Context: an optimization exercise on an open-source flow, tuned for small area, a short achievable clock period and few clock cycles per item. The choices shown serve that exercise and are no tape-out recipe.
Function was checked by simulation only, so behaviour that the tests miss may differ from the original.

[flow/design.v]
package rv_pkg;
    localparam logic [6:0] OPCODE_IMM_ARITH = 7'b0010011;
    localparam logic [6:0] OPCODE_ARITH     = 7'b0110011;
    localparam logic [6:0] OPCODE_LUI       = 7'b0110111;
    localparam logic [6:0] FUNCT7_ADD         = 7'b0000000;
    localparam logic [6:0] FUNCT7_SUB         = 7'b0100000;
    localparam logic [6:0] FUNCT7_MUL_DIV_REM = 7'b0000001;
    typedef struct packed {
        logic add;     
        logic shift;   
        logic slt;
        logic sltu;
        logic xor_;
        logic or_;
        logic and_;
        logic lui;
        logic md;      
    } rsel_t;
    typedef struct packed {
        logic [24:0] bits;      
        logic        illegal;
        logic        use_imm;   
        logic        muldiv;    
        logic        sub;       
        logic        sra;       
        logic        left;      
        logic        wr;        
        rsel_t       rsel;
    } pre_t;
    typedef struct packed {
        logic [4:0]  rd;
        logic [2:0]  funct3;
        logic        illegal;
        logic        muldiv;
        logic        sub;
        logic        sra;
        logic        left;
        logic        wr;
        rsel_t       rsel;
    } ex_t;
endpackage
`timescale 1ns/1ps
module instr_decoder (
    input  logic [31:0]   instruction_i,
    output rv_pkg::pre_t  pre_o
);
    logic [6:0] opcode;
    logic [2:0] funct3;
    logic [6:0] funct7;
    logic       is_imm, is_op, is_lui, imm_ok, op_ok, legal, alu, md;
    assign opcode = instruction_i[6:0];
    assign funct3 = instruction_i[14:12];
    assign funct7 = instruction_i[31:25];
    assign is_imm = (opcode == rv_pkg::OPCODE_IMM_ARITH);
    assign is_op  = (opcode == rv_pkg::OPCODE_ARITH);
    assign is_lui = (opcode == rv_pkg::OPCODE_LUI);
    always_comb begin
        case (funct3)
            3'b001:  imm_ok = (funct7 == rv_pkg::FUNCT7_ADD);
            3'b101:  imm_ok = (funct7 == rv_pkg::FUNCT7_ADD) || (funct7 == rv_pkg::FUNCT7_SUB);
            default: imm_ok = 1'b1;
        endcase
        op_ok = (funct7 == rv_pkg::FUNCT7_ADD) || (funct7 == rv_pkg::FUNCT7_MUL_DIV_REM) ||
                ((funct7 == rv_pkg::FUNCT7_SUB) && (funct3 == 3'b000 || funct3 == 3'b101));
    end
    assign legal = is_lui || (is_imm && imm_ok) || (is_op && op_ok);
    assign md    = is_op && (funct7 == rv_pkg::FUNCT7_MUL_DIV_REM);
    assign alu   = ((is_imm && imm_ok) || (is_op && op_ok)) && !md;
    assign pre_o.bits    = instruction_i[31:7];
    assign pre_o.illegal = !legal;
    assign pre_o.use_imm = is_imm;
    assign pre_o.muldiv  = md;
    assign pre_o.sub     = (is_op && funct7[5] && (funct3 == 3'b000)) ||
                           (funct3 == 3'b010) || (funct3 == 3'b011);
    assign pre_o.sra     = funct7[5] && (funct3 == 3'b101);
    assign pre_o.left    = (funct3 == 3'b001);
    assign pre_o.wr      = legal && (instruction_i[11:7] != 5'd0);
    assign pre_o.rsel.add   = alu && (funct3 == 3'b000);
    assign pre_o.rsel.shift = alu && (funct3 == 3'b001 || funct3 == 3'b101);
    assign pre_o.rsel.slt   = alu && (funct3 == 3'b010);
    assign pre_o.rsel.sltu  = alu && (funct3 == 3'b011);
    assign pre_o.rsel.xor_  = alu && (funct3 == 3'b100);
    assign pre_o.rsel.or_   = alu && (funct3 == 3'b110);
    assign pre_o.rsel.and_  = alu && (funct3 == 3'b111);
    assign pre_o.rsel.lui   = is_lui;
    assign pre_o.rsel.md    = md;
endmodule
`timescale 1ns/1ps
module reg_file (
    input  logic        clk_i,
    input  logic        arst_n_i,
    input  logic [4:0]  rd_addr1_i,
    input  logic [4:0]  rd_addr2_i,
    output logic [31:0] rd_data1_o,
    output logic [31:0] rd_data2_o,
    input  logic        wr_en_i,
    input  logic [4:0]  wr_addr_i,
    input  logic [31:0] wr_data_i
);
    logic [31:0] regs_q [32];
    logic [31:0] valid_q;
    assign regs_q[0]  = 32'd0;
    assign valid_q[0] = 1'b0;
    for (genvar i = 1; i < 32; i++) begin : g_reg
        always_ff @(posedge clk_i or negedge arst_n_i) begin
            if (!arst_n_i) begin
                valid_q[i] <= 1'b0;
            end else if (wr_en_i && (wr_addr_i == 5'(i))) begin
                valid_q[i] <= 1'b1;
            end
        end
        always_ff @(posedge clk_i) begin
            if (wr_en_i && (wr_addr_i == 5'(i))) begin
                regs_q[i] <= wr_data_i;
            end
        end
    end
    assign rd_data1_o = regs_q[rd_addr1_i] & {32{valid_q[rd_addr1_i]}};
    assign rd_data2_o = regs_q[rd_addr2_i] & {32{valid_q[rd_addr2_i]}};
endmodule
`timescale 1ns/1ps
module int_alu (
    input  rv_pkg::rsel_t rsel_i,
    input  logic          sub_i,     
    input  logic          sra_i,
    input  logic          left_i,
    input  logic [31:0]   op_a_i,
    input  logic [31:0]   op_b_i,
    input  logic [31:0]   lui_i,     
    input  logic [31:0]   md_i,      
    output logic [31:0]   result_o
);
    logic [31:0] b_inv, sum;
    logic [33:0] sum_c;
    logic        slt, sltu;
    logic [31:0] sh_in, sh_rev_in, sh_out, sh_res;
    logic [32:0] sh_wide;
    assign b_inv = op_b_i ^ {32{sub_i}};
    assign sum_c = {1'b0, op_a_i, 1'b1} + {1'b0, b_inv, sub_i};
    assign sum   = sum_c[32:1];
    assign sltu  = !sum_c[33];
    assign slt   = (op_a_i[31] ^ op_b_i[31]) ? op_a_i[31] : sum[31];
    always_comb begin
        for (int i = 0; i < 32; i++) sh_rev_in[i] = op_a_i[31 - i];
    end
    assign sh_in   = left_i ? sh_rev_in : op_a_i;
    assign sh_wide = $signed({sra_i & op_a_i[31], sh_in}) >>> op_b_i[4:0];
    assign sh_out  = sh_wide[31:0];
    always_comb begin
        for (int i = 0; i < 32; i++) sh_res[i] = left_i ? sh_out[31 - i] : sh_out[i];
    end
    assign result_o = ({32{rsel_i.add}}   & sum) |
                      ({32{rsel_i.shift}} & sh_res) |
                      {31'd0, (rsel_i.slt & slt) | (rsel_i.sltu & sltu)} |
                      ({32{rsel_i.xor_}}  & (op_a_i ^ op_b_i)) |
                      ({32{rsel_i.or_}}   & (op_a_i | op_b_i)) |
                      ({32{rsel_i.and_}}  & (op_a_i & op_b_i)) |
                      ({32{rsel_i.lui}}   & lui_i) |
                      ({32{rsel_i.md}}    & md_i);
endmodule
`timescale 1ns/1ps
module muldiv_unit (
    input  logic        clk_i,
    input  logic        arst_n_i,
    input  logic        load_i,      
    input  logic        start_i,     
    input  logic [2:0]  funct3_i,
    input  logic [31:0] op_a_i,
    input  logic [31:0] op_b_i,
    output logic        last_o,      
    output logic        busy_next_o,  
    output logic [31:0] result_o
);
    localparam int K = 8;            
    localparam int W = 42;           
    logic        st_mul_q, st_mulfin_q, st_mulh_q, st_mtail_q, st_mfin_q;
    logic        st_dprep_q, st_div_q, st_dfix_q;
    logic [W-1:0] s_q, c_q, rs_q, rc_q;
    logic [32:0] m_q;
    logic [31:0] q_q;
    logic [K-1:0] dig_q;             
    logic        sub_q;              
    logic        bv_q;               
    logic        cy_q;               
    logic [4:0]  cnt_q;
    logic        cnt0_q, rem_q, neg_q, ones_q, zhi_q, qz_q;
    logic        is_mul, is_mulh, a_signed, b_signed, a_neg, b_neg;
    logic [31:0] a_mag, b_mag;
    assign is_mul   = (funct3_i == 3'b000);
    assign is_mulh  = !funct3_i[2] && !is_mul;
    assign a_signed = (funct3_i == 3'b001) || (funct3_i == 3'b010) ||
                      (funct3_i == 3'b100) || (funct3_i == 3'b110);
    assign b_signed = (funct3_i == 3'b001) || (funct3_i == 3'b100) || (funct3_i == 3'b110);
    assign a_neg    = a_signed && op_a_i[31];
    assign b_neg    = b_signed && op_b_i[31];
    assign a_mag    = a_neg ? (~op_a_i + 32'd1) : op_a_i;
    assign b_mag    = b_neg ? (~op_b_i + 32'd1) : op_b_i;
    logic [W-1:0] m_ext;
    logic [W-1:0] rows [K];
    assign m_ext = {{(W-33){1'b0}}, m_q};
    always_comb begin
        for (int j = 0; j < K; j++) begin
            rows[j] = dig_q[j] ? (m_ext << j) : '0;
        end
        if (sub_q) rows[0] = ~m_ext;
        rows[1][0] = sub_q;
    end
    logic [W-1:0] a1, b1, a2, b2, a3, b3, a4, b4, a5, b5, a6, b6;
    assign a1 = rows[0] ^ rows[1] ^ rows[2];
    assign b1 = {(rows[0] & rows[1]) | (rows[0] & rows[2]) | (rows[1] & rows[2]), 1'b0};
    assign a2 = rows[3] ^ rows[4] ^ rows[5];
    assign b2 = {(rows[3] & rows[4]) | (rows[3] & rows[5]) | (rows[4] & rows[5]), 1'b0};
    assign a3 = a1 ^ b1 ^ a2;
    assign b3 = {(a1 & b1) | (a1 & a2) | (b1 & a2), 1'b0};
    assign a4 = b2 ^ rows[6] ^ rows[7];
    assign b4 = {(b2 & rows[6]) | (b2 & rows[7]) | (rows[6] & rows[7]), 1'b0};
    assign a5 = a3 ^ b3 ^ a4;
    assign b5 = {(a3 & b3) | (a3 & a4) | (b3 & a4), 1'b0};
    assign a6 = a5 ^ b5 ^ b4;
    assign b6 = {(a5 & b5) | (a5 & b4) | (b5 & b4), 1'b0};
    logic [W-1:0] rc_in, x1, y1, s_b, c_b;
    assign rc_in = {rc_q[W-1:1], cy_q};
    assign x1  = s_q ^ c_q ^ rs_q;
    assign y1  = {(s_q & c_q) | (s_q & rs_q) | (c_q & rs_q), 1'b0};
    assign s_b = x1 ^ y1 ^ rc_in;
    assign c_b = {(x1 & y1) | (x1 & rc_in) | (y1 & rc_in), 1'b0};
    logic [K:0] low;
    assign low = {1'b0, s_b[K-1:0]} + {1'b0, c_b[K-1:0]};
    logic [31:0] q_shr;
    assign q_shr = {{K{q_q[31]}}, q_q[31:K]};
    function automatic logic [4:0] lead(input logic [31:0] x);
        logic [15:0] v1;
        logic [7:0]  v2;
        logic [3:0]  v3;
        logic [1:0]  v4;
        logic [0:0]  p1 [16];
        logic [1:0]  p2 [8];
        logic [2:0]  p3 [4];
        logic [3:0]  p4 [2];
        for (int i = 0; i < 16; i++) begin
            v1[i] = x[2*i+1] | x[2*i];
            p1[i] = x[2*i+1];
        end
        for (int i = 0; i < 8; i++) begin
            v2[i] = v1[2*i+1] | v1[2*i];
            p2[i] = v1[2*i+1] ? {1'b1, p1[2*i+1]} : {1'b0, p1[2*i]};
        end
        for (int i = 0; i < 4; i++) begin
            v3[i] = v2[2*i+1] | v2[2*i];
            p3[i] = v2[2*i+1] ? {1'b1, p2[2*i+1]} : {1'b0, p2[2*i]};
        end
        for (int i = 0; i < 2; i++) begin
            v4[i] = v3[2*i+1] | v3[2*i];
            p4[i] = v3[2*i+1] ? {1'b1, p3[2*i+1]} : {1'b0, p3[2*i]};
        end
        lead = v4[1] ? {1'b1, p4[1]} : {1'b0, p4[0]};
    endfunction
    logic [4:0]  la, lb;
    logic [4:0]  k, kk;
    logic        k_neg, ge1, ge2;
    logic [33:0] dsub1, dsub2;
    logic [31:0] rem2;
    assign la    = lead(s_q[31:0]);
    assign lb    = lead(m_q[31:0]);
    assign k_neg = (la < lb);
    assign k     = 5'(la - lb);
    assign kk    = k | 5'd1;
    logic [35:0] sx, mx, hx, csa_s, csa_c, dsub3;
    logic [36:0] dsub3_c;
    logic        ge_b, ge_c;
    assign dsub1 = {2'b0, s_q[31:0]} - {1'b0, m_q};
    assign dsub2 = {2'b0, s_q[31:0]} - {2'b0, m_q[32:1]};
    assign sx    = {4'b0, s_q[31:0]};
    assign mx    = ~{3'b0, m_q};
    assign hx    = ~{4'b0, m_q[32:1]};
    assign csa_s = sx ^ mx ^ hx;
    assign csa_c = {(sx & mx) | (sx & hx) | (mx & hx), 1'b1};
    assign dsub3_c = {csa_s, 1'b1} + {csa_c, 1'b1};
    assign dsub3   = dsub3_c[36:1];
    assign ge1  = !dsub1[33];
    assign ge_b = !dsub2[33];
    assign ge_c = !dsub3[35];
    assign ge2  = ge1 ? ge_c : ge_b;
    assign rem2 = ge1 ? (ge_c ? dsub3[31:0] : dsub1[31:0])
                      : (ge_b ? dsub2[31:0] : s_q[31:0]);
    logic mul_last, go, div_end;
    logic st_mul_d, st_mulfin_d, st_mulh_d, st_mtail_d, st_mfin_d;
    logic st_dprep_d, st_div_d, st_dfix_d;
    assign mul_last = ones_q || zhi_q;
    assign go       = load_i && start_i;
    assign st_mul_d    = st_mul_q ? !mul_last : (go && is_mul);
    assign st_mulfin_d = st_mul_q && mul_last;
    assign st_mulh_d   = st_mulh_q ? !cnt0_q : (go && is_mulh);
    assign st_mtail_d  = st_mulh_q && cnt0_q;
    assign st_mfin_d   = st_mtail_q;
    assign st_dprep_d  = go && funct3_i[2];
    assign st_div_d    = st_div_q ? !cnt0_q : (st_dprep_q && !k_neg);
    assign div_end     = (st_div_q && cnt0_q) || (st_dprep_q && k_neg);
    assign st_dfix_d   = div_end && neg_q;
    assign busy_next_o = st_mul_d || st_mulfin_d || st_mulh_d || st_mtail_d || st_mfin_d ||
                         st_dprep_d || st_div_d || st_dfix_d;
    always_ff @(posedge clk_i or negedge arst_n_i) begin
        if (!arst_n_i) begin
            st_mul_q    <= 1'b0;
            st_mulfin_q <= 1'b0;
            st_mulh_q   <= 1'b0;
            st_mtail_q  <= 1'b0;
            st_mfin_q   <= 1'b0;
            st_dprep_q  <= 1'b0;
            st_div_q    <= 1'b0;
            st_dfix_q   <= 1'b0;
        end else begin
            st_mul_q    <= st_mul_d;
            st_mulfin_q <= st_mulfin_d;
            st_mulh_q   <= st_mulh_d;
            st_mtail_q  <= st_mtail_d;
            st_mfin_q   <= st_mfin_d;
            st_dprep_q  <= st_dprep_d;
            st_div_q    <= st_div_d;
            st_dfix_q   <= st_dfix_d;
        end
    end
    logic        a_short, b_short, swap;
    logic [31:0] mul_m, mul_q, b_load;
    assign a_short = (op_a_i[31:K-1] == '0) || (op_a_i[31:K-1] == '1);
    assign b_short = (op_b_i[31:K-1] == '0) || (op_b_i[31:K-1] == '1);
    assign swap    = a_short && !b_short;
    assign mul_m   = swap ? op_b_i : op_a_i;
    assign mul_q   = swap ? op_a_i : op_b_i;
    assign b_load  = is_mul ? mul_q : b_mag;
    always_ff @(posedge clk_i) begin
        if (load_i) begin
            rem_q  <= funct3_i[1];
            neg_q  <= (funct3_i[2] && funct3_i[1]) ? a_neg : (a_neg ^ b_neg);
            s_q    <= {{(W-32){1'b0}}, a_mag};
            c_q    <= '0;
            rs_q   <= '0;
            rc_q   <= '0;
            m_q    <= {1'b0, is_mul ? mul_m : (is_mulh ? a_mag : b_mag)};
            q_q    <= funct3_i[2] ? 32'd0 : b_load;
            bv_q   <= 1'b0;
            cy_q   <= 1'b0;
            cnt_q  <= 5'(32 / K - 1);
            cnt0_q <= 1'b0;
            ones_q <= (mul_q == 32'hffff_ffff);
            zhi_q  <= (mul_q[31:K] == '0);
            sub_q  <= is_mul && (mul_q == 32'hffff_ffff);
            dig_q  <= funct3_i[2] ? '0 :
                      (is_mul && (mul_q == 32'hffff_ffff)) ? '0 : b_load[K-1:0];
            if (!funct3_i[2]) s_q <= '0;
        end else begin
            if (st_mul_q || st_mulh_q || st_mtail_q) begin
                rs_q <= a6;
                rc_q <= b6;
                bv_q <= st_mul_q || st_mulh_q;
            end
            if (st_mul_q) begin
                s_q    <= s_b;
                c_q    <= c_b;
                m_q    <= {m_q[32-K:0], {K{1'b0}}};
                q_q    <= q_shr;
                ones_q <= &q_q[31:K];
                zhi_q  <= (q_q[31:2*K] == '0);
                sub_q  <= &q_q[31:K] && !mul_last;
                dig_q  <= (mul_last || (&q_q[31:K])) ? '0 : q_q[2*K-1:K];
            end
            if (st_mulh_q || st_mtail_q) begin
                s_q <= {{K{1'b0}}, s_b[W-1:K]};
                c_q <= {{K{1'b0}}, c_b[W-1:K]};
                if (bv_q) begin
                    q_q  <= {low[K-1:0], q_q[31:K]};
                    cy_q <= low[K];
                    qz_q <= (low[K-1:0] == '0) && (q_q[31:K] == '0);
                end
                dig_q  <= (!st_mulh_q || cnt0_q) ? '0 : (bv_q ? q_q[3*K-1:2*K] : q_q[2*K-1:K]);
            end
            if (st_mulh_q) begin
                cnt_q  <= cnt_q - 5'd1;
                cnt0_q <= (cnt_q == 5'd1);
            end
            if (st_dprep_q) begin
                m_q    <= {1'b0, m_q[31:0]} << kk;
                cnt_q  <= {1'b0, kk[4:1]};
                cnt0_q <= (kk[4:1] == 4'd0);
            end
            if (st_div_q) begin
                s_q    <= {{(W-32){1'b0}}, rem2};
                m_q    <= {2'b0, m_q[32:2]};
                q_q    <= {q_q[29:0], ge1, ge2};
                cnt_q  <= cnt_q - 5'd1;
                cnt0_q <= (cnt_q == 5'd1);
            end
        end
    end
    logic [31:0] mulfin;
    assign mulfin = s_b[31:0] + c_b[31:0];
    logic [31:0] fx, fy, xa, ya, ta, ps, pc;
    logic        fcy, z;
    logic [1:0]  t;
    assign fx  = st_mfin_q ? s_q[31:0] : (rem_q ? s_q[31:0] : q_q);
    assign fy  = st_mfin_q ? c_q[31:0] : 32'd0;
    assign fcy = st_mfin_q && cy_q;
    assign z   = !st_mfin_q || qz_q;
    assign t   = neg_q ? (2'd1 + {1'b0, z} - {1'b0, fcy}) : {1'b0, fcy};
    assign xa  = fx ^ {32{neg_q}};
    assign ya  = fy ^ {32{neg_q}};
    assign ta  = {30'd0, t};
    assign ps  = xa ^ ya ^ ta;
    assign pc  = {(xa & ya) | (xa & ta) | (ya & ta), 1'b0};
    logic [31:0] dres;
    assign dres = st_div_q ? (rem_q ? rem2 : {q_q[29:0], ge1, ge2})
                           : (rem_q ? s_q[31:0] : 32'd0);
    assign result_o = st_mulfin_q ? mulfin :
                      (st_div_q || st_dprep_q) ? dres : (ps + pc);
    assign last_o   = st_mulfin_q || st_mfin_q || st_dfix_q || (div_end && !neg_q);
endmodule
`timescale 1ns/1ps
module exec_sequencer (
    input  logic            clk_i,
    input  logic            arst_n_i,
    input  logic            instr_valid_i,
    input  rv_pkg::pre_t    pre_i,
    output rv_pkg::pre_t    ir_o,
    output rv_pkg::ex_t     ex_o,
    output logic            adv_o,        
    output logic            ex_go_o,      
    output logic            fwd_r1_o,     
    output logic            fwd_r2_o,
    output logic            fwd_x1_o,     
    output logic            fwd_x2_o,
    input  logic            md_start_i,   
    input  logic            md_last_i,
    input  logic            md_busy_next_i,
    input  logic [31:0]     ex_result_i,
    input  logic [31:0]     md_result_i,
    output logic            rf_wr_en_o,
    output logic [4:0]      rf_wr_addr_o,
    output logic [31:0]     w_value_o,    
    output logic            busy_o,
    output logic            done_o,
    output logic [4:0]      retire_rd_o,
    output logic [31:0]     retire_value_o,
    output logic            retire_illegal_o
);
    rv_pkg::pre_t ir_q;
    rv_pkg::ex_t  ex_q;
    logic         ir_v_q, ex_v_q, busy_q, busy_out_q, done_q, ill_q, we_q;
    logic         fr1_q, fr2_q, fx1_q, fx2_q, fx1_ir_q, fx2_ir_q;
    logic [4:0]   rd_q, rd_out_q, md_rd_q;
    logic [31:0]  val_q, val_out_q, result;
    logic         adv, ex_go, we_d, ir_wr, ex_wr;
    logic [4:0]   rs1_in, rs2_in, ir_rd;
    logic         uses_rs2_in;
    assign adv    = !busy_q;
    assign ex_go  = ex_v_q && !busy_q;
    assign result = busy_q ? md_result_i : ex_result_i;
    assign we_d   = busy_q ? (md_last_i && (md_rd_q != 5'd0))
                           : (ex_go && ex_q.wr && !md_start_i);
    assign rs1_in      = pre_i.bits[12:8];
    assign rs2_in      = pre_i.bits[17:13];
    assign uses_rs2_in = !pre_i.use_imm && !pre_i.rsel.lui;
    assign ir_rd       = ir_q.bits[4:0];
    assign ir_wr       = ir_v_q && ir_q.wr;
    assign ex_wr       = ex_v_q && ex_q.wr;
    always_ff @(posedge clk_i or negedge arst_n_i) begin
        if (!arst_n_i) begin
            ir_v_q     <= 1'b0;
            ex_v_q     <= 1'b0;
            busy_q     <= 1'b0;
            busy_out_q <= 1'b0;
            done_q     <= 1'b0;
            we_q       <= 1'b0;
        end else begin
            if (adv) begin
                ir_v_q <= instr_valid_i;
                ex_v_q <= ir_v_q;
            end
            busy_q     <= busy_q ? !md_last_i : (ex_go && md_start_i);
            busy_out_q <= md_busy_next_i;
            done_q     <= (ex_go && !md_start_i) || md_last_i;
            we_q       <= we_d;
        end
    end
    always_ff @(posedge clk_i) begin
        if (adv && instr_valid_i) begin
            ir_q     <= pre_i;
            fr1_q    <= ex_wr && (rs1_in == ex_q.rd);
            fr2_q    <= ex_wr && (rs2_in == ex_q.rd);
            fx1_ir_q <= ir_wr && (rs1_in == ir_rd);
            fx2_ir_q <= ir_wr && (rs2_in == ir_rd) && uses_rs2_in;
        end
        if (adv) begin
            ex_q.rd     <= ir_rd;
            ex_q.funct3 <= ir_q.bits[7:5];
            ex_q.illegal <= ir_q.illegal;
            ex_q.muldiv <= ir_q.muldiv;
            ex_q.sub    <= ir_q.sub;
            ex_q.sra    <= ir_q.sra;
            ex_q.left   <= ir_q.left;
            ex_q.wr     <= ir_q.wr;
            ex_q.rsel   <= ir_q.rsel;
            fx1_q       <= fx1_ir_q;
            fx2_q       <= fx2_ir_q;
            md_rd_q     <= ex_q.rd;
        end
        if (we_d) begin
            rd_q  <= busy_q ? md_rd_q : ex_q.rd;
            val_q <= result;
        end
        rd_out_q  <= busy_q ? md_rd_q : ex_q.rd;
        ill_q     <= !busy_q && ex_q.illegal;
        val_out_q <= result;
    end
    assign ir_o     = ir_q;
    assign ex_o     = ex_q;
    assign adv_o    = adv;
    assign ex_go_o  = ex_go;
    assign fwd_r1_o = fr1_q;
    assign fwd_r2_o = fr2_q;
    assign fwd_x1_o = fx1_q;
    assign fwd_x2_o = fx2_q;
    assign rf_wr_en_o   = we_q;
    assign rf_wr_addr_o = rd_q;
    assign w_value_o    = val_q;
    assign busy_o           = busy_out_q;
    assign done_o           = done_q;
    assign retire_rd_o      = rd_out_q;
    assign retire_value_o   = val_out_q;
    assign retire_illegal_o = ill_q;
endmodule
`timescale 1ns/1ps
module exec_core (
    input  logic            clk_i,
    input  logic            arst_n_i,
    input  logic            instr_valid_i,
    input  logic [31:0]     instruction_i,
    output logic            busy_o,
    output logic            done_o,
    output logic [4:0]      retire_rd_o,
    output logic [31:0]     retire_value_o,
    output logic            retire_illegal_o
);
    rv_pkg::pre_t pre, ir;
    rv_pkg::ex_t  ex;
    logic         adv, ex_go, fwd_r1, fwd_r2, fwd_x1, fwd_x2;
    logic         md_start, md_last, md_busy_next;
    logic [4:0]   rs1, rs2;
    logic [31:0]  rf_rs1, rf_rs2, imm_i, imm_u, opa_d, opb_d;
    logic [31:0]  opa_q, opb_q, op_a, op_b;
    logic [31:0]  md_result, ex_result, md_trivial;
    logic         rf_wr_en;
    logic [4:0]   rf_wr_addr;
    logic [31:0]  w_value;
    logic         a_zero, b_zero;
    instr_decoder u_decoder (
        .instruction_i (instruction_i),
        .pre_o         (pre)
    );
    exec_sequencer u_sequencer (
        .clk_i            (clk_i),
        .arst_n_i         (arst_n_i),
        .instr_valid_i    (instr_valid_i),
        .pre_i            (pre),
        .ir_o             (ir),
        .ex_o             (ex),
        .adv_o            (adv),
        .ex_go_o          (ex_go),
        .fwd_r1_o         (fwd_r1),
        .fwd_r2_o         (fwd_r2),
        .fwd_x1_o         (fwd_x1),
        .fwd_x2_o         (fwd_x2),
        .md_start_i       (md_start),
        .md_last_i        (md_last),
        .md_busy_next_i   (md_busy_next),
        .ex_result_i      (ex_result),
        .md_result_i      (md_result),
        .rf_wr_en_o       (rf_wr_en),
        .rf_wr_addr_o     (rf_wr_addr),
        .w_value_o        (w_value),
        .busy_o           (busy_o),
        .done_o           (done_o),
        .retire_rd_o      (retire_rd_o),
        .retire_value_o   (retire_value_o),
        .retire_illegal_o (retire_illegal_o)
    );
    assign rs1   = ir.bits[12:8];
    assign rs2   = ir.bits[17:13];
    assign imm_i = {{20{ir.bits[24]}}, ir.bits[24:13]};
    assign imm_u = {ir.bits[24:5], 12'd0};
    reg_file u_reg_file (
        .clk_i      (clk_i),
        .arst_n_i   (arst_n_i),
        .rd_addr1_i (rs1),
        .rd_addr2_i (rs2),
        .rd_data1_o (rf_rs1),
        .rd_data2_o (rf_rs2),
        .wr_en_i    (rf_wr_en),
        .wr_addr_i  (rf_wr_addr),
        .wr_data_i  (w_value)
    );
    assign opa_d = fwd_r1 ? w_value : rf_rs1;
    assign opb_d = ir.rsel.lui ? imm_u :
                   ir.use_imm  ? imm_i :
                   fwd_r2      ? w_value : rf_rs2;
    always_ff @(posedge clk_i) begin
        if (adv) begin
            opa_q <= opa_d;
            opb_q <= opb_d;
        end
    end
    assign op_a = fwd_x1 ? w_value : opa_q;
    assign op_b = fwd_x2 ? w_value : opb_q;
    assign a_zero     = (op_a == 32'd0);
    assign b_zero     = (op_b == 32'd0);
    assign md_start   = ex.muldiv && !a_zero && !b_zero;
    assign md_trivial = !ex.funct3[2] ? 32'd0 :
                        ex.funct3[1]  ? op_a :
                        {32{b_zero}};
    int_alu u_alu (
        .rsel_i   (ex.rsel),
        .sub_i    (ex.sub),
        .sra_i    (ex.sra),
        .left_i   (ex.left),
        .op_a_i   (op_a),
        .op_b_i   (op_b),
        .lui_i    (op_b),
        .md_i     (md_trivial),
        .result_o (ex_result)
    );
    muldiv_unit u_muldiv (
        .clk_i       (clk_i),
        .arst_n_i    (arst_n_i),
        .load_i      (adv),
        .start_i     (ex_go && md_start),
        .funct3_i    (ex.funct3),
        .op_a_i      (op_a),
        .op_b_i      (op_b),
        .last_o      (md_last),
        .busy_next_o (md_busy_next),
        .result_o    (md_result)
    );
endmodule
[flow/run.sh]
#!/bin/bash
# synth_recipe.tcl (not shown) runs the flow's synth.tcl, then flattens the netlist and writes it again
# the make line also repeats each setting of config.mk as NAME=value (left out here)
make -C /OpenROAD-flow-scripts/flow DESIGN_CONFIG=/design/flow/config.mk WORK_HOME=/design/flow/orfs CLKGATE_MAP_FILE= SYNTH_SCRIPT=/design/flow/synth_recipe.tcl finish
[flow/config.mk]
export PLATFORM = sky130hd
export DESIGN_NAME = exec_core
export DESIGN_NICKNAME = exec_core
export VERILOG_FILES = /design/flow/design.v
export SDC_FILE = /design/flow/constraint.sdc
export NUM_CORES = 4
export LEC_CHECK = 0
export CAP_MARGIN = 20
export CORE_MARGIN = 2
export CORE_UTILIZATION = 50
export CTS_BUF_LIST = sky130_fd_sc_hd__clkbuf_8
export PLACE_DENSITY = 0.65
export SETUP_SLACK_MARGIN = 5
export SLEW_MARGIN = 20
[flow/constraint.sdc]
create_clock -name core_clock -period 10.0 [get_ports {clk_i}]
set_input_delay 2.0000 -clock core_clock [delete_from_list [all_inputs] [get_ports {clk_i}]]
set_output_delay 2.0000 -clock core_clock [all_outputs]
set_load 0.01 [all_outputs]
==> impl_metrics.env, run 1 <==
export IMPL_fmax_mhz=194
export IMPL_fin_ws_ns=4.85
export IMPL_worst_pin_slew_ns=1.42
export IMPL_synth_most_common_cell="edfxtp_1"
export IMPL_synth_edff_count=1250
export IMPL_ant_nets=0
export IMPL_syn_inst=9057
export IMPL_dieArea_sq_um=194000
export IMPL_worst_setup_path_start_kind="flop"
export IMPL_async_flop_share_pct=3.01
export IMPL_finalHoldViolCount=0
export IMPL_wl_per_cell_microns=41.6
export IMPL_synth_top_area_cell="edfxtp_1"
export IMPL_drtPass1Iterations=13
export IMPL_grt_pass1_wl_microns=677000
export IMPL_rrSetupSlack_ns=4.85
export IMPL_dp_hpwl_microns=326000
export IMPL_critPathTopFamily="simple AND/OR/NAND/NOR gates"
export IMPL_drt_iter0_drc=18600
export IMPL_finalCriticalPeriod_ns=5.15
export IMPL_syn_num_nets=9720
export IMPL_grt_total_usage_pct=50.1
export IMPL_cts_tree="done"
export IMPL_pre_cts_slack_ns=3.88
export IMPL_cts_path_max_buffers=4
export IMPL_grt_max_degree=91
export IMPL_portBuffers=74
export IMPL_yosysWarningCount=16
export IMPL_post_route_cell_area_sq_um=108000
export IMPL_worstSetupEndpointType="flop"
export IMPL_critPathMaxFanout=11
export IMPL_die_w_microns=441
export IMPL_fin_nets=9912
export IMPL_cp_required_ns=10.81
export IMPL_core_sq_um=190000
export IMPL_synth_top_family_by_area="compound AO/OA/AOI/OAI gates"
export IMPL_placed_cell_area_sq_um=100000
export IMPL_ctsHoldBuffers=0
export IMPL_arrival_ns=5.96
export IMPL_rows=160
export IMPL_fin_skew_ns=0.145
export IMPL_synth_area_sq_um=95400
export IMPL_hold_path_class="flop to flop"
export IMPL_clock_root_buffer="clkbuf_8"
export IMPL_synthMuxAreaShare_pct=4.44
export IMPL_synth_adder_area_share_pct=10.7
export IMPL_grt_pass1_vias=84300
export IMPL_overflow=0
export IMPL_synth_simple_area_share_pct=11.7
export IMPL_yosys_top_cells_area="edfxtp_1 (39%), fa_1 (6.5%), dfxtp_1 (4.2%)"
export IMPL_synth_commonest_cells="edfxtp_1 (1,250), nand2_1 (819), a21oi_1 (593), nor2_1 (504), clkbuf_1 (500)"
export IMPL_syn_to_final_growth_pct=13.0
export IMPL_slowest_stage="nor2_1"
export IMPL_initial_core_util_pct=50.2
export IMPL_crit_chain="buf_4, bufbuf_16, nor2b_1, a21o_2, clkinv_2, o211a_1, nor3b_1, and2_1, and2_1, nand4_1, nand2_1, nor2_1, nand3_1, nand2_1, or3_1"
export IMPL_vias=90200
export IMPL_post_route_period_util_pct=51.5
export IMPL_drv_cap=0
export IMPL_die_h_microns=441
export IMPL_slew_violations=0
export IMPL_fill_cells=16300
export IMPL_status="finished clean"
export IMPL_rsz0062_at_grt="yes"
export IMPL_critPathMaxStageDelay_ns=0.73
export IMPL_seq_area_frac_synth_pct=44.7
export IMPL_max_slew_margin_pct=4.59
export IMPL_crit_type="flop to flop"
export IMPL_cp_num_buf_inv=3
export IMPL_fin_util_pct=56.7
export IMPL_drc=0
export IMPL_synth_compound_area_share_pct=20.9
export IMPL_yosys_register_bits=1495
export IMPL_final_setup_tns_ns=0
export IMPL_yosys_area_share_xor_xnor_pct=3.11
export IMPL_syn_area_per_cell_sq_um=10.5
export IMPL_drive_gt1_share_pct=14.0
export IMPL_cts_max_level=5
export IMPL_drt_total_wl_microns=498000
export IMPL_routabilityCongestion=1.16
export IMPL_num_io_pins=75
export IMPL_avgViaCountPerCell=7.53
export IMPL_clk_pin_slew_ns=0.06
export IMPL_synth_cell_types=105
export IMPL_numCtsBuffers=276
export IMPL_yosysTopAreaCellShare_pct=39.3
export IMPL_clk_latency_ns=1.09
export IMPL_numClockSinks=1495
export IMPL_setup_violations_final=0
export IMPL_synth_top_flop_cell="edfxtp_1"
export IMPL_antenna_found_initial=43
[per-layer routing]
layer	routed length (microns)	share of wire (%)	GRT usage [%]	vias up
met5	648	0.13	2.11	-
met3	79800	16	21.4	2804
met4	55300	11	41.5	43
met1	167000	33	60.6	43200
met2	196000	39	68.6	9142
li1	-	-	-	34900
[worst register-to-register path, stage by stage, from the launching register on]
cell	delay, ns
edfxtp_1	0.51
buf_4	0.19
bufbuf_16	0.29
nor2b_1	0.22
a21o_2	0.36
clkinv_2	0.30
o211a_1	0.26
nor3b_1	0.17
and2_1	0.21
and2_1	0.17
nand4_1	0.16
nand2_1	0.13
nor2_1	0.73
nand3_1	0.66
nand2_1	0.19
or3_1	0.39
[path summary, 6_finish.rpt]
| path | cells after the start | from | to |
|---|---|---|---|
| worst min-delay path | 0 | u_sequencer.ir_q[9] | u_sequencer.ex_q[9] |
| worst max register to register | 15 | u_sequencer.fx2_q | u_sequencer.busy_out_q |
| max in group asynchronous | 2 | arst_n_i | u_muldiv.st_mul_q |
| worst max-delay path | 15 | u_sequencer.fx2_q | u_sequencer.busy_out_q |
| min in group asynchronous | 2 | arst_n_i | u_reg_file.valid_q[1] |
| worst min register to register | 0 | u_sequencer.ir_q[9] | u_sequencer.ex_q[9] |
[registers in the layout, indices dropped and copies added (netlist names), 5 cells and up]
signal / cells
opa_q: 32
opb_q: 32
u_muldiv.c_q: 42
u_muldiv.cnt_q: 5
u_muldiv.dig_q: 8
u_muldiv.m_q: 33
u_muldiv.q_q: 32
u_muldiv.rc_q: 38
u_muldiv.rs_q: 42
u_muldiv.s_q: 42
u_reg_file.regs_q: 992
u_reg_file.valid_q: 31
u_sequencer.ex_q: 22
u_sequencer.ir_q: 40
u_sequencer.rd_out_q: 5
u_sequencer.rd_q: 5
u_sequencer.val_out_q: 32
u_sequencer.val_q: 32
[layout make-up]
type / instances / area, sq um / area share [%]
clock buffer: 293 / 4030 / 3.74
sequential: 1495 / 42700 / 39.6
tap: 2511 / 3140 / 2.91
antenna: 24 / 60.1 / 0.0557
timing repair inverter: 1 / 5.00 / 0.00464
clock inverter: 174 / 948 / 0.880
multi-input combinational: 6492 / 50400 / 46.8
inverter: 433 / 1720 / 1.59
timing repair buffer: 550 / 4790 / 4.44
[placed cells by master (no fill, tap or decap), types with 42 or more instances in the layout]
master           instances
a211oi_1               114
nor2b_1                 55
clkinv_1                53
nand2b_1                75
a21oi_1                573
xor2_1                  70
a222oi_1                67
clkdlybuf4s50_1         73
fa_1                   308
a31oi_1                 57
mux4_2                  55
a22o_1                 284
ha_1                   313
a21o_1                 105
buf_4                  431
a221oi_1               335
xnor2_1                260
dfrtp_1                 42
nor2_1                 396
and2_1                 196
clkbuf_8               295
mux2i_1                208
nor2_4                 100
or2_2                   49
nand3_1                223
dfxtp_1                200
nand4_1                118
nand2_1                816
nor3_1                 119
o211ai_1                84
inv_1                  463
edfxtp_1              1250
o21ai_0                362
a22oi_1                382
[cells by family (layout without fill, tap and decap cells)]
| group | after synthesis | after routing |
|---|---|---|
| xor+xnor | 339 | 340 |
| simple gates | 2354 | 2355 |
| buf+inv | 1073 | 1451 |
| fa+ha+maj | 628 | 628 |
| compound gates | 2827 | 2827 |
| flops | 1495 | 1495 |
| other cells | 0 | 24 |
| mux | 341 | 342 |
[timing repair]
item / 4_1_cts / 5_1_grt
gates cloned: 7 / 5
buffers inserted: 94 / 47
setup endpoints to repair: 184 / 156
hold endpoints to repair: 0 / 0
resized for setup: 146 / 112
pin swaps: 17 / 36
[metrics by stage]
step,instances,hold slack [ns]
6_report,12000,0.410
2_1_floorplan,9057,0.392
4_1_cts,11900,0.389
5_1_grt,12000,0.402
3_5_place_dp,11300,0.405
3_3_place_gp,11300,0.401
Testbench counts, summed over its fixed seeds: cycles 17,932, instrs 12,000.
==> inputs of run 2 (changes only) <==
==> flow/flow/run.sh (new file) <==
#!/bin/bash
# The standard layout (the standard.sh: standard synthesis, ORFS from
# floorplan to finish), with timing repair asked to leave SETUP_MARGIN ns of
# setup slack at the design's clock period, so it keeps improving the
# critical paths beyond what the 10 ns clock alone asks for. The SDC and
# everything else are unchanged. All of ORFS's output goes to standard.log.
set -euo pipefail
SETUP_MARGIN=5.5
bash standard.sh SETUP_SLACK_MARGIN=$SETUP_MARGIN finish > standard.log 2>&1
==> flow/standard.sh (new file) <==
#!/bin/bash
# synth_recipe.tcl (not shown) runs the flow's synth.tcl, then flattens the netlist and writes it again
# the make line also repeats each setting of config.mk as NAME=value (left out here)
make -C /OpenROAD-flow-scripts/flow DESIGN_CONFIG=/design/flow/config.mk WORK_HOME=/design/flow/orfs CLKGATE_MAP_FILE= SYNTH_SCRIPT=/design/flow/synth_recipe.tcl "${@:-finish}"
--- a/flow/config.mk
+++ b/flow/config.mk
@@ -11,4 +11,3 @@
 export CTS_BUF_LIST = sky130_fd_sc_hd__clkbuf_8
 export PLACE_DENSITY = 0.65
-export SETUP_SLACK_MARGIN = 5
 export SLEW_MARGIN = 20
removed: flow/run.sh
==> run 2 against run 1 <==
  * Worst setup slack better by 0.31 ns
  * Cell count grew 2.2%
  * Sequential share of layout area fell by 1.9 points
  * Wire length grew 6.7%
  * Register-to-register slack improved by 0.31 ns
  * First-iteration DRC count rose by 3.4%
  * Synthesized area stayed put
==> impl_metrics.env, run 2 <==
export IMPL_status="finished clean"
export IMPL_grt_pass1_wl_microns=706000
export IMPL_worst_pin_slew_ns=1.38
export IMPL_vias=93000
export IMPL_ant_nets=0
export IMPL_worst_setup_path_start_kind="flop"
export IMPL_final_setup_tns_ns=0
export IMPL_arrival_ns=5.72
export IMPL_drv_cap=0
export IMPL_hold_end="u_sequencer.ex_q[3]"
export IMPL_finalCriticalPeriod_ns=4.84
export IMPL_crit_type="flop to flop"
export IMPL_portBuffers=74
export IMPL_yosys_top_cells_area="edfxtp_1 (39%), fa_1 (6.5%), dfxtp_1 (4.2%)"
export IMPL_fill_cells=16000
export IMPL_synth_compound_area_share_pct=20.9
export IMPL_dr_wl_met2_microns=207000
export IMPL_fin_ws_ns=5.16
export IMPL_rsz0062_at_grt="yes"
export IMPL_worstSetupEndpointType="flop"
export IMPL_overflow=0
export IMPL_die_h_microns=441
export IMPL_rrSetupSlack_ns=5.16
export IMPL_yosysTopAreaCellShare_pct=39.3
export IMPL_hold_depth=0
export IMPL_syn_inst=9057
export IMPL_syn_num_nets=9720
export IMPL_drc=0
export IMPL_synth_most_common_cell="edfxtp_1"
export IMPL_timing_rr_start="u_sequencer.val_q[7]"
export IMPL_numCtsBuffers=240
export IMPL_core_sq_um=190000
export IMPL_antenna_found_initial=46
export IMPL_synth_cell_types=105
export IMPL_crit_top_cell="a21o_1"
export IMPL_cp_num_buf_inv=3
export IMPL_slew_violations=0
export IMPL_initial_core_util_pct=50.2
export IMPL_yosysWarningCount=16
export IMPL_drt_total_wl_microns=532000
export IMPL_synth_area_sq_um=95400
export IMPL_dieArea_sq_um=194000
export IMPL_hold_path_class="flop to flop"
export IMPL_avgViaCountPerCell=7.61
export IMPL_synth_top_flop_cell="edfxtp_1"
export IMPL_reg2regPathDepth=17
export IMPL_largest_reg_flops=992
export IMPL_drtPass1Iterations=13
export IMPL_drt_iter0_drc=19200
export IMPL_drt_met1_wl_microns=177000
export IMPL_top_layer="met5"
export IMPL_pre_cts_slack_ns=3.05
export IMPL_clk_latency_ns=1.09
export IMPL_fin_nets=10100
export IMPL_final_cell_mix="edfxtp_1 (1,250), nand2_1 (804), buf_4 (612)"
export IMPL_synth_edff_count=1250
export IMPL_synth_top_family_by_area="compound AO/OA/AOI/OAI gates"
export IMPL_syn_area_per_cell_sq_um=10.5
export IMPL_critPathTopFamily="compound AO/OA/AOI/OAI gates"
export IMPL_cts_max_level=4
export IMPL_drive_gt1_share_pct=19.6
export IMPL_synthMuxAreaShare_pct=4.44
export IMPL_async_flop_share_pct=3.01
export IMPL_dp_hpwl_microns=342000
export IMPL_clk_pin_slew_ns=0.08
export IMPL_num_io_pins=75
export IMPL_cts_tree="done"
export IMPL_fmax_mhz=207
export IMPL_rows=160
export IMPL_r2r_end="u_sequencer.val_q[0]"
export IMPL_post_route_period_util_pct=48.4
export IMPL_wl_met3_microns=87900
export IMPL_fin_skew_ns=0.0909
export IMPL_cts_path_max_buffers=3
export IMPL_numClockSinks=1495
export IMPL_grt_total_usage_pct=52.9
export IMPL_clock_root_buffer="clkbuf_8"
export IMPL_grt_max_degree=88
export IMPL_synth_simple_area_share_pct=11.7
export IMPL_regMostFlops="u_reg_file.regs_q"
export IMPL_setup_violations_final=0
export IMPL_synth_top_area_cell="edfxtp_1"
export IMPL_synth_adder_area_share_pct=10.7
export IMPL_slowest_stage="nand4b_1"
export IMPL_min_delay_start="u_sequencer.ir_q[3]"
export IMPL_yosys_register_bits=1495
export IMPL_synth_commonest_cells="edfxtp_1 (1,250), nand2_1 (819), a21oi_1 (593), nor2_1 (504), clkbuf_1 (500)"
export IMPL_hold_slack_ns=0.417
export IMPL_crit_chain="clkbuf_8, mux2_4, clkinvlp_4, xnor2_2, ha_4, a21o_1, a21o_1, a21oi_2, nand2_2, a211o_1, a31oi_4, o21ai_4, a41o_1, nand3_2, nand4b_1, a311oi_4, buf_6"
export IMPL_max_slew_margin_pct=7.21
export IMPL_grt_pass1_vias=85600
export IMPL_finalHoldViolCount=0
export IMPL_die_w_microns=441
export IMPL_critPathMaxFanout=38
export IMPL_wl_per_cell_microns=43.5
export IMPL_critPathMaxStageDelay_ns=0.59
export IMPL_seq_area_frac_synth_pct=44.7
export IMPL_layout_commonest_cell="edfxtp_1"
export IMPL_yosys_area_share_xor_xnor_pct=3.11
export IMPL_cp_required_ns=10.88
export IMPL_routabilityCongestion=1.12
export IMPL_syn_to_final_growth_pct=18.7
[run 2: changes by cell type in the layout (fill, tap and decap cells not counted), moves of 27 or more]
cell,change
ha_4,+29
buf_6,+42
ha_1,-45
clkbuf_8,-38
mux2i_1,-27
a21oi_2,+42
buf_4,+181
a21oi_1,-52
o21ai_0,-38
[run 2: cell families (layout without fill, tap and decap cells)]
kind of cell,Yosys count,count (layout)
AOI/OAI and AO/OA,2827,2827
and+or+nand+nor,2354,2354
DFF,1495,1495
buffers and inverters,1073,1711
adders and majority gates,628,628
muxes,341,342
xor gates and xnor gates,339,339
other,0,27
[run 2: worst max-delay path by stage]
stage	from	end	slack, ns	cells after the start
after floorplan	u_muldiv.rem_q	u_sequencer.val_q[31]	5.52	18
after global placement	u_sequencer.fx1_q	u_sequencer.val_q[0]	3.04	15
after detailed placement	u_sequencer.fx1_q	u_sequencer.val_q[0]	3.05	15
after CTS	u_sequencer.fx2_q	u_sequencer.val_q[0]	5.29	18
after global routing	u_muldiv.rem_q	u_sequencer.val_q[23]	5.19	20
final	u_sequencer.val_q[7]	u_sequencer.val_q[0]	5.16	17
[run 2: worst reg2reg max path, delay by kind of cell, from the launching register on]
kind,cells,cell delay [ns]
buffers and inverters,3,0.74
XOR/XNOR,1,0.23
multiplexers,1,0.33
adder cells (fa/ha/maj),1,0.24
flip-flops,1,0.37
AND/OR/NAND/NOR,3,0.75
AO/OA/AOI/OAI,8,1.98
[run 2: through the flow]
step	area, sq um	cells	utilization, %
2_1_floorplan	95500	9057	-
3_3_place_gp	100000	11300	52.7
3_5_place_dp	100000	11300	52.7
4_1_cts	110000	12100	57.8
5_1_grt	113000	12200	59.6
6_report	113000	12200	59.6
[run 2: timing repair]
item                                    CTS  global route
pin swaps                               129           177
hold buffers                              0             0
buffers inserted                        254           135
endpoints found under the setup margin  228           165
cloned                                   24            14
resized for setup                       458           396
[run 2: layer usage]
layer	up-vias	track usage, %
met2	9618	72.1
met4	28	44.2
met3	2991	23.2
li1	35500	-
met1	44900	64.0
met5	-	0.323
[run 2: cell type report]
class / count / area, sq um / area share [%]
Antenna cell: 27 / 67.6 / 0.0596
Clock buffer: 256 / 3520 / 3.11
Clock inverter: 197 / 1510 / 1.33
Inverter: 433 / 1810 / 1.60
Multi-Input combinational cell: 6490 / 52700 / 46.5
Sequential cell: 1495 / 42700 / 37.7
Tap cell: 2511 / 3140 / 2.77
Timing Repair Buffer: 824 / 7830 / 6.91
Timing Repair inverter: 1 / 8.76 / 0.00773

[re-timing with driven ports]
The results above use ideal ports. As a check the final layouts listed here were re-extracted and re-timed, cells and wires unchanged. Step 1 sets driving cells, clkbuf_16 on the clock port and buf_2 on the other inputs (assumed; they add their load-dependent delay and slew). Step 2 moves the port delays by t, midway between the first and last clock arrival at a register: inputs arrive t later, outputs are due t later. That takes back most of the time a late clock gives input paths. a / b / c = no drivers / after step 1 / after step 2; a / b = the first two.
run	t, ns	setup slack, ns	latest minus earliest clock arrival (ns)
run 1	1.107	4.848 / 4.848 / 4.848	0.146 / 0.146
run 2	1.140	5.159 / 5.159 / 5.054	0.091 / 0.091
After both steps setup and hold are still met in every run listed. For run 2, which loses most, drivers alone change the setup slack by 0.000 ns; drivers and shift together by -0.105 ns.
